What follows belongs to an exercise in optimizing a design on an open flow for small area, a short achievable clock period and few clock cycles; a production flow would make more cautious choices. Function was checked by simulation only, so behaviour that the tests miss may differ from the original. Power figures rest on the tool's default switching activity, not on a simulated workload.

==> flow/design.v <==
package instr_executor_pkg;
  localparam int PTR_W       = 5;
  localparam int OP_W        = 32;
  localparam int RES_W       = 64;
  localparam int DIV_LATENCY = 33;
  typedef enum logic [3:0] {
    ZERO  = 4'd0,
    PASSA = 4'd1,
    PASSB = 4'd2,
    ADD   = 4'd3,
    SUB   = 4'd4,
    MULT  = 4'd5,
    DIV   = 4'd6,
    MOD   = 4'd7
  } opcode_t;
  typedef logic signed [OP_W-1:0]  operand_t;
  typedef logic signed [RES_W-1:0] result_t;
  typedef struct packed {
    opcode_t  opc;
    operand_t op_a;
    operand_t op_b;
  } instruction_t;
  typedef enum logic [2:0] {
    IDLE     = 3'd0,
    FETCH    = 3'd1,
    EXEC     = 3'd2,
    DIV_WAIT = 3'd3,
    RESULT   = 3'd4
  } exec_state_t;
  function automatic logic signed [RES_W-1:0] sext(input logic signed [OP_W-1:0] v);
    sext = v;
  endfunction
endpackage
import instr_executor_pkg::*;
module instr_divider (
  input  logic                   clk,
  input  logic                   reset,
  input  logic                   div_start,
  input  instr_executor_pkg::operand_t               dividend,
  input  instr_executor_pkg::operand_t               divisor,
  output logic signed [OP_W:0]   quotient,
  output logic signed [OP_W:0]   remainder,
  output logic                   div_done
);
  logic [OP_W-1:0] dvd_q;
  logic [OP_W-1:0] dsr_q;
  logic [OP_W-1:0] rem_q;
  logic            neg_quo;
  logic            neg_rem;
  logic            running;
  logic            fixup;
  logic [5:0]      count;
  logic [OP_W:0]   rem_sh;
  logic [OP_W:0]   diff;
  logic [OP_W:0]   quo_mag;
  logic [OP_W:0]   rem_mag;
  function automatic logic [OP_W-1:0] mag(input instr_executor_pkg::operand_t v);
    mag = v[OP_W-1] ? OP_W'(-v) : OP_W'(v);
  endfunction
  always_comb begin
    rem_sh = {rem_q, dvd_q[OP_W-1]};
    diff   = rem_sh - {1'b0, dsr_q};
  end
  always_ff @(posedge clk) begin
    if (reset) begin
      dvd_q   <= '0;
      dsr_q   <= '0;
      rem_q   <= '0;
      neg_quo <= 1'b0;
      neg_rem <= 1'b0;
      running <= 1'b0;
      fixup   <= 1'b0;
      count   <= '0;
    end else if (div_start) begin
      dvd_q   <= mag(dividend);
      dsr_q   <= mag(divisor);
      rem_q   <= '0;
      neg_quo <= dividend[OP_W-1] ^ divisor[OP_W-1];
      neg_rem <= dividend[OP_W-1];
      running <= 1'b1;
      fixup   <= 1'b0;
      count   <= '0;
    end else if (running) begin
      if (!diff[OP_W]) begin
        rem_q <= diff[OP_W-1:0];
        dvd_q <= {dvd_q[OP_W-2:0], 1'b1};
      end else begin
        rem_q <= rem_sh[OP_W-1:0];
        dvd_q <= {dvd_q[OP_W-2:0], 1'b0};
      end
      count <= count + 1'b1;
      if (count == 6'(DIV_LATENCY - 2)) begin
        running <= 1'b0;
        fixup   <= 1'b1;
      end
    end else begin
      fixup <= 1'b0;
    end
  end
  always_comb begin
    quo_mag   = {1'b0, dvd_q};
    rem_mag   = {1'b0, rem_q};
    quotient  = neg_quo ? -quo_mag : quo_mag;
    remainder = neg_rem ? -rem_mag : rem_mag;
  end
  assign div_done = fixup;
endmodule
import instr_executor_pkg::*;
module instr_executor (
  input  logic               clk,
  input  logic               reset,
  input  logic               start,
  input  logic [PTR_W-1:0]   first_ptr,
  input  logic [PTR_W-1:0]   last_ptr,
  output logic [PTR_W-1:0]   read_pointer,
  input  instr_executor_pkg::instruction_t       instruction_word,
  output logic               res_valid,
  input  logic               res_ready,
  output logic [PTR_W-1:0]   res_pointer,
  output instr_executor_pkg::opcode_t            res_opcode,
  output instr_executor_pkg::result_t            result,
  output logic               div_by_zero,
  output logic               busy,
  output logic               done
);
  instr_executor_pkg::exec_state_t      state_q;
  instr_executor_pkg::exec_state_t      state_d;
  instr_executor_pkg::instruction_t     instr_q;
  logic [PTR_W-1:0] last_q;
  logic [PTR_W-1:0] rd_ptr_q;
  logic [PTR_W-1:0] res_ptr_q;
  instr_executor_pkg::opcode_t          res_opc_q;
  instr_executor_pkg::result_t          res_q;
  logic             dbz_q;
  logic             done_q;
  logic                  div_start;
  logic                  div_done;
  logic signed [OP_W:0]  quotient;
  logic signed [OP_W:0]  remainder;
  logic    is_div;
  logic    zero_div;
  logic    handshake;
  logic    last_hit;
  logic    load_res;
  logic    dbz_d;
  instr_executor_pkg::result_t a64;
  instr_executor_pkg::result_t b64;
  instr_executor_pkg::result_t exec_val;
  instr_executor_pkg::result_t res_d;
  instr_divider u_div (
    .clk       (clk),
    .reset     (reset),
    .div_start (div_start),
    .dividend  (instr_q.op_a),
    .divisor   (instr_q.op_b),
    .quotient  (quotient),
    .remainder (remainder),
    .div_done  (div_done)
  );
  always_comb begin
    a64      = {{OP_W{instr_q.op_a[OP_W-1]}}, instr_q.op_a};
    b64      = {{OP_W{instr_q.op_b[OP_W-1]}}, instr_q.op_b};
    is_div   = (instr_q.opc == DIV) || (instr_q.opc == MOD);
    zero_div = (instr_q.op_b == '0);
    case (instr_q.opc)
      PASSA:   exec_val = a64;
      PASSB:   exec_val = b64;
      ADD:     exec_val = a64 + b64;
      SUB:     exec_val = a64 - b64;
      MULT:    exec_val = a64 * b64;
      default: exec_val = '0;
    endcase
  end
  always_comb begin
    state_d   = state_q;
    div_start = 1'b0;
    load_res  = 1'b0;
    res_d     = '0;
    dbz_d     = 1'b0;
    handshake = (state_q == RESULT) && res_ready;
    last_hit  = (rd_ptr_q == last_q);
    case (state_q)
      IDLE:     if (start) state_d = FETCH;
      FETCH:    state_d = EXEC;
      EXEC: begin
        if (is_div && !zero_div) begin
          div_start = 1'b1;
          state_d   = DIV_WAIT;
        end else begin
          state_d  = RESULT;
          load_res = 1'b1;
          res_d    = exec_val;
          dbz_d    = is_div;
        end
      end
      DIV_WAIT: begin
        if (div_done) begin
          state_d  = RESULT;
          load_res = 1'b1;
          res_d    = (instr_q.opc == DIV) ? RES_W'(quotient) : RES_W'(remainder);
        end
      end
      RESULT:   if (handshake) state_d = last_hit ? IDLE : FETCH;
      default:  state_d = IDLE;
    endcase
  end
  always_ff @(posedge clk) begin
    if (reset) begin
      state_q   <= IDLE;
      instr_q   <= '0;
      last_q    <= '0;
      rd_ptr_q  <= '0;
      res_ptr_q <= '0;
      res_opc_q <= ZERO;
      res_q     <= '0;
      dbz_q     <= 1'b0;
      done_q    <= 1'b0;
    end else begin
      state_q <= state_d;
      done_q  <= 1'b0;
      if (state_q == IDLE && start) begin
        last_q   <= last_ptr;
        rd_ptr_q <= first_ptr;
      end
      if (state_q == FETCH) instr_q <= instruction_word;
      if (load_res) begin
        res_q     <= res_d;
        res_ptr_q <= rd_ptr_q;
        res_opc_q <= instr_q.opc;
        dbz_q     <= dbz_d;
      end
      if (handshake) begin
        if (last_hit) done_q   <= 1'b1;
        else          rd_ptr_q <= rd_ptr_q + 1'b1;
      end
    end
  end
  assign read_pointer = rd_ptr_q;
  assign res_valid    = (state_q == RESULT);
  assign res_pointer  = res_ptr_q;
  assign res_opcode   = res_opc_q;
  assign result       = res_q;
  assign div_by_zero  = dbz_q;
  assign busy         = (state_q != IDLE);
  assign done         = done_q;
endmodule
==> flow/run.sh <==
#!/bin/bash
# synth_recipe.tcl (not shown) runs the flow's synth.tcl, then flattens the netlist and writes it again
# the make line also repeats each setting of config.mk as NAME=value (left out here)
make -C /OpenROAD-flow-scripts/flow DESIGN_CONFIG=/design/flow/config.mk WORK_HOME=/design/flow/orfs CLKGATE_MAP_FILE= SYNTH_SCRIPT=/design/flow/synth_recipe.tcl finish
==> flow/config.mk <==
export PLATFORM = sky130hd
export DESIGN_NAME = instr_executor
export DESIGN_NICKNAME = instr_executor
export VERILOG_FILES = /design/flow/design.v
export SDC_FILE = /design/flow/constraint.sdc
export NUM_CORES = 4
export LEC_CHECK = 0
export CAP_MARGIN = 20
export CORE_MARGIN = 2
export CORE_UTILIZATION = 40
export SLEW_MARGIN = 20
==> flow/constraint.sdc <==
create_clock -name core_clock -period 10.0 [get_ports {clk}]
set_input_delay 2.0000 -clock core_clock [delete_from_list [all_inputs] [get_ports {clk}]]
set_output_delay 2.0000 -clock core_clock [all_outputs]
set_load 0.01 [all_outputs]
==> summary.txt <==
Initial antenna violation count: 11
Via count: 45,400
Largest family of logic cells by synthesized area: adder cells
Startpoint types: flip-flop
Max-cap viol count: 0
# setup viols final: 0
Synth warn: 2
Post-synth top area cell: fa_1
Final Hold Vio Count: 0
Setup_tns: 0 ns
WL final: 192,000 um
Hold crit path type: reg -> reg
Max-slew headroom: 24.0%
Die ar.: 141,000 sq um
DP HPWL: 151,000 um
Adder-cell share of the synthesized area: 46.0%
CP Buf/Inv Count: 7
Routed Antenna Nets: 0
Yosys reg bits: 262
Family with the most delay on the worst path: adder cells
Die H: 375 um
Sink Count: 262
Post-Syn Instances: 6,436
Mux cell area share after synthesis: 1.11%
Starting Density: 40.2%
Crit path max-delay cell type: dfxtp_1
Die X: 375 um
Critical Path AT: 9.73 ns
Pre-CTS setup slack: 0.727 ns
Critical Path Stages: 26
Vias in the first global route: 47,400
Total grt overflow: 0
First-pass GRT wire length: 298,000 um
Worst reg2reg startpoint: instr_q[5]
Asr flop ratio synth: 0%
EDFF count, synth: 0
Post-synthesis xor/xnor area fraction: 3.48%
Clk pin slew, worst setup/hold paths: 0.07 ns
# H-tree levels: 2
Detailed router's first-iteration violation count: 3,875
Synth top cells by count: 1,085 x fa_1, 1,078 x inv_1, 826 x nand2_1, 459 x and2_1, 363 x clkbuf_1
Pwr Total: 0.00675 W
Post-synthesis sequential area ratio: 9.52%
Syn-to-layout area delta: 8.64%
Clock period minus worst slack: 9.25 ns
Initial DRT Pass Iterations: 6
Vias/cell: 5.54
Core ar.: 137,000 sq um
Simple-Gate Fraction of Synth Area: 16.5%
Setup Buffers After CTS: 0
Hold Crit Depth: 2
Primary FF master, synth: dfxtp_1
RSZ-0062 raised after global routing: false
Remaining DRCs: 0
Final WS setup: 0.749 ns
Compound-Gate Fraction of Synth Area: 13.1%
Most frequent cell after synthesis: fa_1
Gp weighted congestion: 0.954
Max FO, Critical Path: 20
I/O Buffers: 163
Clock Skew: 0.0603 ns
DP Cell Count: 8,113
Layout cell share with drive strength beyond 1: 4.48%
Final period util: 92.5%
Gr usage total: 27.7%
Fmax: 108 MHz
Distinct cells, synth: 92
CTS Buffer Depth: 3
Crit end category: flip-flop
Slew Viols, Final: 0
Most frequent CP cell: fa_1
Worst Tran Pin Value: 1.11 ns
P per Cell Area: 113 nW/um^2
Mapped Area: 55,100 sq um
Pleak: 28.0 nW
Synth top area cells: fa_1 39%, dfxtp_1 9.5%, inv_1 7.3%, ha_1 6.5%, nand2_1 5.6%
Mean Syn Cell Area: 8.56 sq um
Peak VDD IR: 0.000113 V
Hold_ws: 0.459 ns
Hold path start: res_ptr_q[4]
Status: finished clean
Layout Nets: 7,812
Root Buffer: clkbuf_16
# IOs: 164
Reg2Reg Capture Point: res_q[62]
Worst hold path endpoint: res_ptr_q[4]
Per-cell routed wire length: 23.4 um
R2R depth: 26
Largest net degree at the start of global routing: 68
Worst setup path class: reg -> reg
CTS tree: built
Worst R2R Setup Slack: 0.75 ns
Post-CTS sizing: 0
Crit path required time: 10.48 ns
Fillers: 13,700
Row cnt: 136
CTS Hold Bufs: 0
Skew-Pair Late Insertion Delay: 0.64 ns
TritonCTS buffer count: 37
Max incr delay on CP: 0.95 ns
Synth top area share: 39.4%
Syn_nets: 7,890
Non-Filler Instances: 8,184
worst reg2reg max path, cell delays in order (launching register included):
cell      delay, ns
dfxtp_1        0.95
nand2_1        0.32
inv_1          0.15
fa_1           0.41
inv_1          0.23
fa_1           0.46
inv_1          0.22
fa_1           0.50
fa_1           0.88
inv_1          0.42
fa_1           0.59
inv_1          0.06
fa_1           0.54
inv_1          0.05
fa_1           0.48
inv_1          0.05
fa_1           0.46
ha_1           0.41
a21oi_1        0.23
o21ai_0        0.15
a21oi_1        0.21
o211ai_1       0.15
o31ai_1        0.20
o21ai_0        0.24
o41ai_1        0.43
mux2i_1        0.22
o21ai_1        0.08
layout by cell type (no fill, tap or decap), types with 18 or more instances in the layout:
| cell type | count |
|---|---|
| a22oi_1 | 26 |
| o21ai_0 | 233 |
| and2_1 | 459 |
| o21bai_1 | 24 |
| nand3_1 | 45 |
| o22ai_1 | 19 |
| nand4_1 | 22 |
| ha_1 | 287 |
| or4_1 | 23 |
| nand2_1 | 826 |
| mux2i_1 | 60 |
| fa_1 | 1085 |
| a221oi_1 | 25 |
| a222oi_1 | 18 |
| nand2b_1 | 39 |
| dfxtp_1 | 250 |
| nor2_1 | 305 |
| clkdlybuf4s50_1 | 162 |
| o21a_1 | 20 |
| o31ai_1 | 61 |
| and3_1 | 23 |
| o41ai_1 | 23 |
| a211oi_1 | 102 |
| clkbuf_16 | 38 |
| a21o_1 | 48 |
| nor2b_1 | 24 |
| xor2_1 | 69 |
| a21oi_1 | 342 |
| xnor2_1 | 149 |
| nor3_1 | 48 |
| buf_4 | 139 |
| inv_1 | 1078 |
| or3_1 | 25 |
power breakdown:
part | switching [W] | total (W) | leakage (nW) | internal, W
Clock | 0.000614 | 0.00143 | 0.620 | 0.000820
Combinational | 0.00262 | 0.00402 | 25.2 | 0.00139
Sequential | 0.000194 | 0.00131 | 2.13 | 0.00111
Total | 0.00343 | 0.00675 | 28.0 | 0.00332
state kept, by name, summed over array words and instances, names as in the netlist, 4 cells and up:
name,cells
instr_q,68
u_div.rem_q,32
u_div.dvd_q,32
u_div.count,6
res_q,64
res_ptr_q,5
rd_ptr_q,5
u_div.dsr_q,32
last_q,5
res_opc_q,4
stage by stage:
stage / instance area [sq um] / util (%)
global route: 59800 / 43.6
floorplan: 55100 / -
detailed placement: 58500 / 42.7
finish: 59800 / 43.6
CTS: 59800 / 43.6
global placement: 58500 / 42.7
worst max-delay path by stage:
stage                      startpoint         to  slack [ns]
after CTS                  instr_q[5]  res_q[62]        0.65
after global placement     instr_q[5]  res_q[62]        0.76
after detailed placement   instr_q[5]  res_q[62]        0.73
final                      instr_q[5]  res_q[62]        0.75
after floorplan           instr_q[63]  res_q[62]        1.68
after global routing       instr_q[5]  res_q[62]        0.28
logic make-up (layout without fill, tap and decap cells):
logic type,count (synthesis),in the layout
buffers and inverters,1505,1455
multiplexers,61,61
AND/OR/NAND/NOR,1908,1908
adder cells (fa/ha/maj),1372,1372
XOR/XNOR,219,219
AO/OA/AOI/OAI,1109,1109
flip-flops,262,262
other,0,4
area by class of cell:
type	count	area, sq um	area share, %
multi-input combinational	4669	44200	73.9
clock inverter	21	249	0.416
timing repair buffer	307	2770	4.63
inverter	1081	4060	6.78
clock buffer	46	1030	1.72
sequential	262	5260	8.79
antenna	4	10.0	0.0167
tap	1794	2240	3.75
metal layers:
layer	track usage [%]	vias to the layer above	routed length (um)
li1	-	20100	-
met1	37.3	23100	79800
met2	44.5	1783	88200
met3	5.18	360	15600
met4	9.87	6	7940
met5	0	-	34
Testbench counts, summed over its fixed seeds: cycles 217,307.

-- afterwards: timing with drivers on the ports --
The results above use ideal ports. As a check the final layout listed here was re-extracted and re-timed, cells and wires unchanged. Step 1: set_driving_cell puts a clkbuf_16 on clk and a buf_2 on each other input, an assumption about the parent block. Step 2 times the ports against the registers' clock, not the clock port: input delays grow and output delays shrink by t, the midpoint of the rising clock arrivals with the driver on. Slacks: ideal ports / drivers / drivers and shift; pairs: ideal ports / drivers.
shift t [ns]: 0.677
setup WS [ns]: 0.749 / 0.749 / 0.749
clock arrival spread, ns: 0.061 / 0.060
After both steps setup and hold are still met in this run. For this run, drivers alone change the setup slack by 0.000 ns; drivers and shift together by 0.000 ns.
